Background: an optimization exercise with open tools, aiming at small area, a short achievable clock period and few clock cycles per item. Do not read the settings as production practice.
Where RTL was checked, it was by simulation tests only, not by an equivalence proof against the original.

== P ==
==> flow/design.v <==
package hdbe_op_pkg;
  typedef enum logic [3:0] {
    ADD  = 4'd0,
    SUB  = 4'd1,
    MUL  = 4'd2,
    SHL  = 4'd3,
    LSHR = 4'd4,
    ASHR = 4'd5,
    AND  = 4'd6,
    OR   = 4'd7,
    XOR  = 4'd8
  } op_e;
  localparam logic [3:0] OpLastLegal = 4'd8;
  typedef struct packed {
    logic ovf;
    logic zero;
    logic illegal;
  } op_flags_t;
  function automatic logic op_is_legal(input logic [3:0] op);
    op_is_legal = (op <= OpLastLegal);
  endfunction
endpackage
module binary_op_alu (
  input  logic [3:0]  op,
  input  logic [31:0] lhs,
  input  logic [31:0] rhs,
  output logic [31:0] result,
  output logic        ovf
);
  logic        sub_s;
  logic [31:0] rhs_x_s;
  logic [31:0] sum_s;
  logic        is_shl_s;
  logic        fill_s;
  logic        amt_big_s;
  logic [31:0] src_s;
  logic [31:0] shr_s;
  logic [31:0] sh_s;
  assign sub_s   = op[0];
  assign rhs_x_s = rhs ^ {32{sub_s}};
  assign sum_s   = lhs + rhs_x_s + {31'd0, sub_s};
  assign is_shl_s  = !op[2];
  assign fill_s    = op[2] && op[0] && lhs[31];
  assign amt_big_s = |rhs[31:5];
  always_comb begin
    for (int i = 0; i < 32; i++) src_s[i] = is_shl_s ? lhs[31-i] : lhs[i];
  end
  assign shr_s = 32'($signed({fill_s, src_s}) >>> rhs[4:0]);
  always_comb begin
    for (int i = 0; i < 32; i++) sh_s[i] = amt_big_s ? fill_s : (is_shl_s ? shr_s[31-i] : shr_s[i]);
  end
  always_comb begin
    result = '0;
    ovf    = 1'b0;
    case (op)
      hdbe_op_pkg::ADD,
      hdbe_op_pkg::SUB: begin
        result = sum_s;
        ovf    = (lhs[31] == rhs_x_s[31]) && (sum_s[31] != lhs[31]);
      end
      hdbe_op_pkg::SHL,
      hdbe_op_pkg::LSHR,
      hdbe_op_pkg::ASHR: result = sh_s;
      hdbe_op_pkg::AND:  result = lhs & rhs;
      hdbe_op_pkg::OR:   result = lhs | rhs;
      hdbe_op_pkg::XOR:  result = lhs ^ rhs;
      default:           result = '0;
    endcase
  end
endmodule
module binary_op_booth_enc #(
  parameter int G = 4
) (
  input  logic [2*G:0] y,
  output logic [G-1:0] neg,
  output logic [G-1:0] one,
  output logic [G-1:0] two
);
  always_comb begin
    for (int i = 0; i < G; i++) begin
      neg[i] = y[2*i+2];
      one[i] = y[2*i+1] ^ y[2*i];
      two[i] = (y[2*i+2] & ~y[2*i+1] & ~y[2*i]) | (~y[2*i+2] & y[2*i+1] & y[2*i]);
    end
  end
endmodule
module binary_op_mulstep #(
  parameter int G = 4
) (
  input  logic [31:0]       a,
  input  logic [31:0]       h,
  input  logic [G-1:0]      neg,
  input  logic [G-1:0]      one,
  input  logic [G-1:0]      two,
  output logic [32+2*G-1:0] t
);
  localparam int TW = 32 + 2 * G;
  function automatic logic [TW-1:0] bias();
    logic [TW-1:0] b;
    b = -(TW'(1) << 31);
    for (int i = 0; i < G; i++) b = b - (TW'(1) << (32 + 2 * i));
    bias = b;
  endfunction
  localparam logic [TW-1:0] Bias = bias();
  logic [TW-1:0] rows_s [G];
  logic [TW-1:0] hrow_s;
  logic [TW-1:0] krow_s;
  logic [TW-1:0] s1_s, c1_s, s2_s, c2_s, s3_s, c3_s, s4_s, c4_s;
  always_comb begin
    for (int i = 0; i < G; i++) begin
      logic [32:0] mag;
      mag = ({33{one[i]}} & {a[31], a}) | ({33{two[i]}} & {a, 1'b0});
      mag = mag ^ {33{neg[i]}};
      rows_s[i] = TW'({~mag[32], mag[31:0]}) << (2 * i);
      if (i > 0) rows_s[i][2*i-2] = neg[i-1];
    end
    hrow_s = TW'({~h[31], h[30:0]});
    krow_s = Bias;
    krow_s[2*G-2] = neg[G-1];
  end
  function automatic logic [TW-1:0] maj(input logic [TW-1:0] x, input logic [TW-1:0] y,
                                        input logic [TW-1:0] z);
    maj = (x & y) | (x & z) | (y & z);
  endfunction
  assign s1_s = rows_s[0] ^ rows_s[1] ^ rows_s[2];
  assign c1_s = maj(rows_s[0], rows_s[1], rows_s[2]) << 1;
  assign s2_s = rows_s[3] ^ hrow_s ^ krow_s;
  assign c2_s = maj(rows_s[3], hrow_s, krow_s) << 1;
  assign s3_s = s1_s ^ c1_s ^ s2_s;
  assign c3_s = maj(s1_s, c1_s, s2_s) << 1;
  assign s4_s = s3_s ^ c3_s ^ c2_s;
  assign c4_s = maj(s3_s, c3_s, c2_s) << 1;
  assign t    = s4_s + c4_s;
endmodule
module binary_op_pipe
#(
  parameter int ParamBitWidth = 32,
  parameter int ParamLatency  = 2,
  parameter int ParamTagWidth = 8
) (
  input  logic                     clk,
  input  logic                     reset,
  input  logic                     in_valid,
  output logic                     in_ready,
  input  logic [3:0]               in_op,
  input  logic [ParamBitWidth-1:0] in_lhs,
  input  logic [ParamBitWidth-1:0] in_rhs,
  input  logic [ParamTagWidth-1:0] in_tag,
  output logic                     out_valid,
  input  logic                     out_ready,
  output logic [ParamBitWidth-1:0] out_result,
  output logic [ParamTagWidth-1:0] out_tag,
  output logic                     out_ovf,
  output logic                     out_zero,
  output logic                     out_illegal
);
  logic          valid_r;
  logic          busy_r;
  logic [1:0]    cnt_r;      
  logic [1:0]    len_r;      
  logic [31:0]   res_r;
  logic [31:0]   a_r;
  logic [31:0]   h_r;
  logic [3:0]    neg_r;      
  logic [3:0]    one_r;
  logic [3:0]    two_r;
  logic [7:0]    tag_r;
  logic          ovf_r;
  logic          ill_r;
  logic          mul_r;
  logic          take_s;
  logic          in_mul_s;
  logic [31:0]   alu_result_s;
  logic          alu_ovf_s;
  logic [39:0]   step_s;
  logic [1:0]    rhs_len_s;
  logic          swap_s;
  logic [1:0]    sel_s;
  logic [31:0]   shifted_s;
  logic [31:0]   hi_mask_s;
  logic [31:0]   mplier_s;
  logic [3:0]    in_neg_s, in_one_s, in_two_s;
  logic [3:0]    nx_neg_s, nx_one_s, nx_two_s;
  binary_op_alu u_alu (
    .op     (in_op),
    .lhs    (in_lhs),
    .rhs    (in_rhs),
    .result (alu_result_s),
    .ovf    (alu_ovf_s)
  );
  binary_op_mulstep #(
    .G(4)
  ) u_mulstep (
    .a   (a_r),
    .h   (h_r),
    .neg (neg_r),
    .one (one_r),
    .two (two_r),
    .t   (step_s)
  );
  binary_op_booth_enc #(
    .G(4)
  ) u_enc_in (
    .y   ({mplier_s[7:0], 1'b0}),
    .neg (in_neg_s),
    .one (in_one_s),
    .two (in_two_s)
  );
  binary_op_booth_enc #(
    .G(4)
  ) u_enc_next (
    .y   (res_r[15:7]),
    .neg (nx_neg_s),
    .one (nx_one_s),
    .two (nx_two_s)
  );
  function automatic logic [1:0] mul_len(input logic [31:0] v);
    if (v[31:7] == {25{v[31]}}) mul_len = 2'd0;
    else if (v[31:15] == {17{v[31]}}) mul_len = 2'd1;
    else if (v[31:23] == {9{v[31]}}) mul_len = 2'd2;
    else mul_len = 2'd3;
  endfunction
  assign rhs_len_s = mul_len(in_rhs);
  assign swap_s    = (in_lhs[31:7] == {25{in_lhs[31]}});
  assign mplier_s  = swap_s ? in_lhs : in_rhs;
  assign in_ready = !busy_r && (!valid_r || out_ready);
  assign take_s   = in_valid && in_ready;
  assign in_mul_s = (in_op == hdbe_op_pkg::MUL);
  always_ff @(posedge clk or posedge reset) begin
    if (reset) begin
      valid_r <= 1'b0;
      busy_r  <= 1'b0;
      cnt_r   <= '0;
    end else if (take_s) begin
      valid_r <= !in_mul_s;
      busy_r  <= in_mul_s;
      cnt_r   <= swap_s ? 2'd0 : rhs_len_s;
    end else if (busy_r) begin
      cnt_r <= cnt_r - 1'b1;
      if (cnt_r == 2'd0) begin
        busy_r  <= 1'b0;
        valid_r <= 1'b1;
      end
    end else if (out_ready) begin
      valid_r <= 1'b0;
    end
  end
  assign sel_s = (cnt_r == 2'd0) ? len_r : 2'd3;
  always_comb begin
    case (sel_s)
      2'd0:    shifted_s = {step_s[31:0]};
      2'd1:    shifted_s = {step_s[23:0], res_r[31:24]};
      2'd2:    shifted_s = {step_s[15:0], res_r[31:16]};
      default: shifted_s = {step_s[7:0], res_r[31:8]};
    endcase
  end
  always_ff @(posedge clk) begin
    if (take_s) begin
      tag_r   <= in_tag;
      ill_r   <= !hdbe_op_pkg::op_is_legal(in_op);
      mul_r   <= in_mul_s;
      ovf_r   <= alu_ovf_s;
      len_r   <= swap_s ? 2'd0 : rhs_len_s;
      a_r     <= swap_s ? in_rhs : in_lhs;
      h_r     <= '0;
      neg_r   <= in_neg_s;
      one_r   <= in_one_s;
      two_r   <= in_two_s;
      res_r   <= !in_mul_s ? alu_result_s : mplier_s;
    end else if (busy_r) begin
      h_r     <= step_s[39:8];
      res_r   <= shifted_s;
      neg_r   <= nx_neg_s;
      one_r   <= nx_one_s;
      two_r   <= nx_two_s;
    end
  end
  always_comb begin
    case (len_r)
      2'd0:    hi_mask_s = 32'hFF00_0000;
      2'd1:    hi_mask_s = 32'hFFFF_0000;
      2'd2:    hi_mask_s = 32'hFFFF_FF00;
      default: hi_mask_s = 32'hFFFF_FFFF;
    endcase
  end
  assign out_valid   = valid_r;
  assign out_result  = res_r;
  assign out_tag     = tag_r;
  assign out_ovf     = ovf_r || (mul_r && (|((h_r ^ {32{res_r[31]}}) & hi_mask_s)));
  assign out_zero    = (res_r == 32'd0);
  assign out_illegal = ill_r;
endmodule
clock: 12.0 ns
lec_check: 0
abc_area: 1
cap_margin: 20
core_margin: 2
core_utilization: 40
cts_buf_list: sky130_fd_sc_hd__clkbuf_8
slew_margin: 20
standard.sh (not shown) runs the stock make flow with config.mk's settings and CLKGATE_MAP_FILE= SYNTH_SCRIPT=/design/flow/synth_recipe.tcl, a recipe that flattens the netlist after the stock synthesis.
==> flow/flow/run.sh <==
#!/bin/bash
set -euo pipefail
args=()
while IFS= read -r line; do
  [[ -z "$line" || "$line" == \#* ]] && continue
  args+=("$line")
done < flow/params.txt
printf '%s\n' "${args[@]}" > flow_params.log
bash standard.sh "${args[@]}" finish > flow_make.log 2>&1
==> flow/flow/params.txt <==
SETUP_SLACK_MARGIN=7.0
BUFFER_PORTS_ARGS=-buffer_cell sky130_fd_sc_hd__buf_1
TNS_END_PERCENT=10
P ran to completion and came out clean on the timing, design-rule and antenna checks.
Testbench counts of P, summed over its fixed seeds: cycles 9,780, items 8,000.
Edits applied to the flow inputs when going from P to Q:
- CTS_BUF_LIST no longer set, was sky130_fd_sc_hd__clkbuf_8
==> flow/flow/params.txt <==
SETUP_SLACK_MARGIN=6.6
BUFFER_PORTS_ARGS=-buffer_cell sky130_fd_sc_hd__buf_2
Notes after the runs:
In Q the pin count of the biggest net entering global routing turned out 1 lower than in P. Instance area after placement: P vs Q — no meaningful difference. Against P, Q comes in 0.40 points higher on global-route usage over all layers. Between Q and P, the difference in cell area is negligible. Q has detailed-route wire length above what P had. Taking P as the reference, in Q first-pass GRT wire length increased about 1.1%; hold slack decreased 0.0057 ns.
Modified inputs, R compared to Q
- CTS_BUF_LIST now sky130_fd_sc_hd__clkbuf_8, previously not set
- CORE_UTILIZATION now 55, was 40
==> flow/flow/params.txt <==
SETUP_SLACK_MARGIN=6.6
BUFFER_PORTS_ARGS=-buffer_cell sky130_fd_sc_hd__buf_1
==> comparison <==
- The run showing the greater HPWL reported at the end of detailed placement is R.
- Delta (R minus Q): final area now sits lower; routed wire length climbed 1800 um.
Changes in S relative to R:
- CORE_UTILIZATION: 55 -> 40
- CTS_BUF_LIST: sky130_fd_sc_hd__clkbuf_8 -> unset
==> flow/flow/params.txt <==
SETUP_SLACK_MARGIN=6.8
BUFFER_PORTS_ARGS=-buffer_cell sky130_fd_sc_hd__buf_2
TNS_END_PERCENT=10
## What came out
R ended up with sky130_fd_sc_hd__fa_1 as its slowest cell on the critical path; S ended up with sky130_fd_sc_hd__nor4_1. Against R, via count of the first global-routing pass in S fell by a few percent. Between R and S, the flow reports detailed-route wire length decreasing slightly. two_r[0]$_DFFE_PP_ as the startpoint of the worst setup timing path was reported by R, and res_r[13]$_DFFE_PP_ by S.

* * *

exp/quartz:
binary_op_pipe, a different RTL version from the one above (not shown whole).
Size: roughly 2800 cells after synthesis, about 130 I/O pins.
export LEC_CHECK = 0
export CAP_MARGIN = 20
export CORE_MARGIN = 2
export CORE_UTILIZATION = 40
export SETUP_SLACK_MARGIN = 5
export SLEW_MARGIN = 20
create_clock -name core_clock -period 12.0 [get_ports {clk}]
run.sh (not shown) runs the stock make flow with config.mk's settings and CLKGATE_MAP_FILE= SYNTH_SCRIPT=/design/flow/synth_recipe.tcl, a recipe that flattens the netlist after the stock synthesis.
Stock flow here: none of the scripts above is used.
exp/quartz finished end to end and its layout was clean on timing, DRC and antenna.
#### Input delta (exp/xenon over exp/quartz)
- SETUP_SLACK_MARGIN removed (was 5)
- ABC_AREA newly set to 1
==> flow/flow/run.sh (new file) <==
#!/bin/bash
set -euo pipefail
MARGIN=$(cat flow/margin.txt)
bash standard.sh SETUP_SLACK_MARGIN=$MARGIN finish > flow_make.log 2>&1
==> flow/flow/margin.txt (new file) <==
6.5
==> flow/standard.sh (new file) <==
#!/bin/bash
# synth_recipe.tcl (not shown) runs the flow's synth.tcl, then flattens the netlist and writes it again
# the make line also repeats each setting of config.mk as NAME=value (left out here)
make -C /OpenROAD-flow-scripts/flow DESIGN_CONFIG=/design/flow/config.mk WORK_HOME=/design/flow/orfs CLKGATE_MAP_FILE= SYNTH_SCRIPT=/design/flow/synth_recipe.tcl "${@:-finish}"
removed: flow/run.sh
## What came out
Diff exp/quartz -> exp/xenon | sum of routed wire length over all layers | decrease of about 10%
Status: count of pins on the block boundary parity (exp/quartz, exp/xenon)
[compare] base=exp/quartz new=exp/xenon: count of cell instances traversed by the critical path moved up.
exp/xenon gives more signed area change from the synthesized netlist to the final layout than exp/quartz did.
Of exp/quartz and exp/xenon, exp/xenon shows the higher portion of the post-synthesis area used by sequential elements, with exp/quartz below it.
exp/xenon -> exp/quartz: register bit count reported by yosys flat
Compared with exp/quartz, in exp/xenon count of maximum capacitance violations barely changed; cell area after layout shows a reduction of 8.0%; core utilization of the finished layout increased 1.9 points.
Modified inputs, exp/juniper compared to exp/xenon
- a deleted ABC_AREA that had been 1
### Flow results
For clock slew at the register clock pins of the worst setup and hold paths, exp/xenon and exp/juniper come out practically identical. Number of placement rows: exp/juniper and exp/xenon compared, lower one is exp/xenon. When exp/juniper is measured against exp/xenon, its hold slack turns out 0.046 ns lower. Post-route clock period utilization on exp/juniper is up relative to exp/xenon. Critical path depth in cells: higher on exp/xenon. exp/juniper ended with less worst setup slack than exp/xenon. Between exp/juniper and exp/xenon, multiplexer fraction of the synthesized cell area is higher for exp/juniper, exp/xenon comes in under that. Measured against exp/juniper, the distinct cell type count after synthesis of exp/xenon comes out at 0.61 times the reference value. Cmp exp/juniper and exp/xenon / number of clock buffers in the layout / higher: exp/juniper.
No run of this note included a check of the RTL's function; only the layout flow was run.

-- what the ideal ports hide --
How much do the figures lean on ideal ports? The routed layouts below were timed once more, with nothing changed but the port constraints.
Step 1: set_driving_cell puts a clkbuf_16 on clk and a buf_2 on each other input, an assumption about the parent block.
Step 2 moves the port delays by t, midway between the first and last clock arrival at a register: inputs arrive t later, outputs are due t later. That takes back most of the time a late clock gives input paths.
Three values: ideal ports, drivers, drivers and shift; two values: the first two.
run	shift t [ns]	setup slack, ns	worst data-port slew with drivers (ns)
P	0.532	6.815 / 6.752 / 6.589	0.06
Q	0.498	6.718 / 6.665 / 6.436	0.06
R	0.546	6.625 / 6.625 / 6.238	0.05
S	0.496	6.704 / 6.647 / 6.637	0.06
exp/quartz	0.512	5.220 / 5.248 / 4.736	0.08
exp/xenon	0.518	6.545 / 6.558 / 6.048	0.04
exp/juniper	0.520	6.407 / 6.440 / 5.919	0.08
After both steps setup and hold are still met in every run listed. For exp/xenon, which loses most, drivers alone change the setup slack by +0.013 ns; drivers and shift together by -0.497 ns.
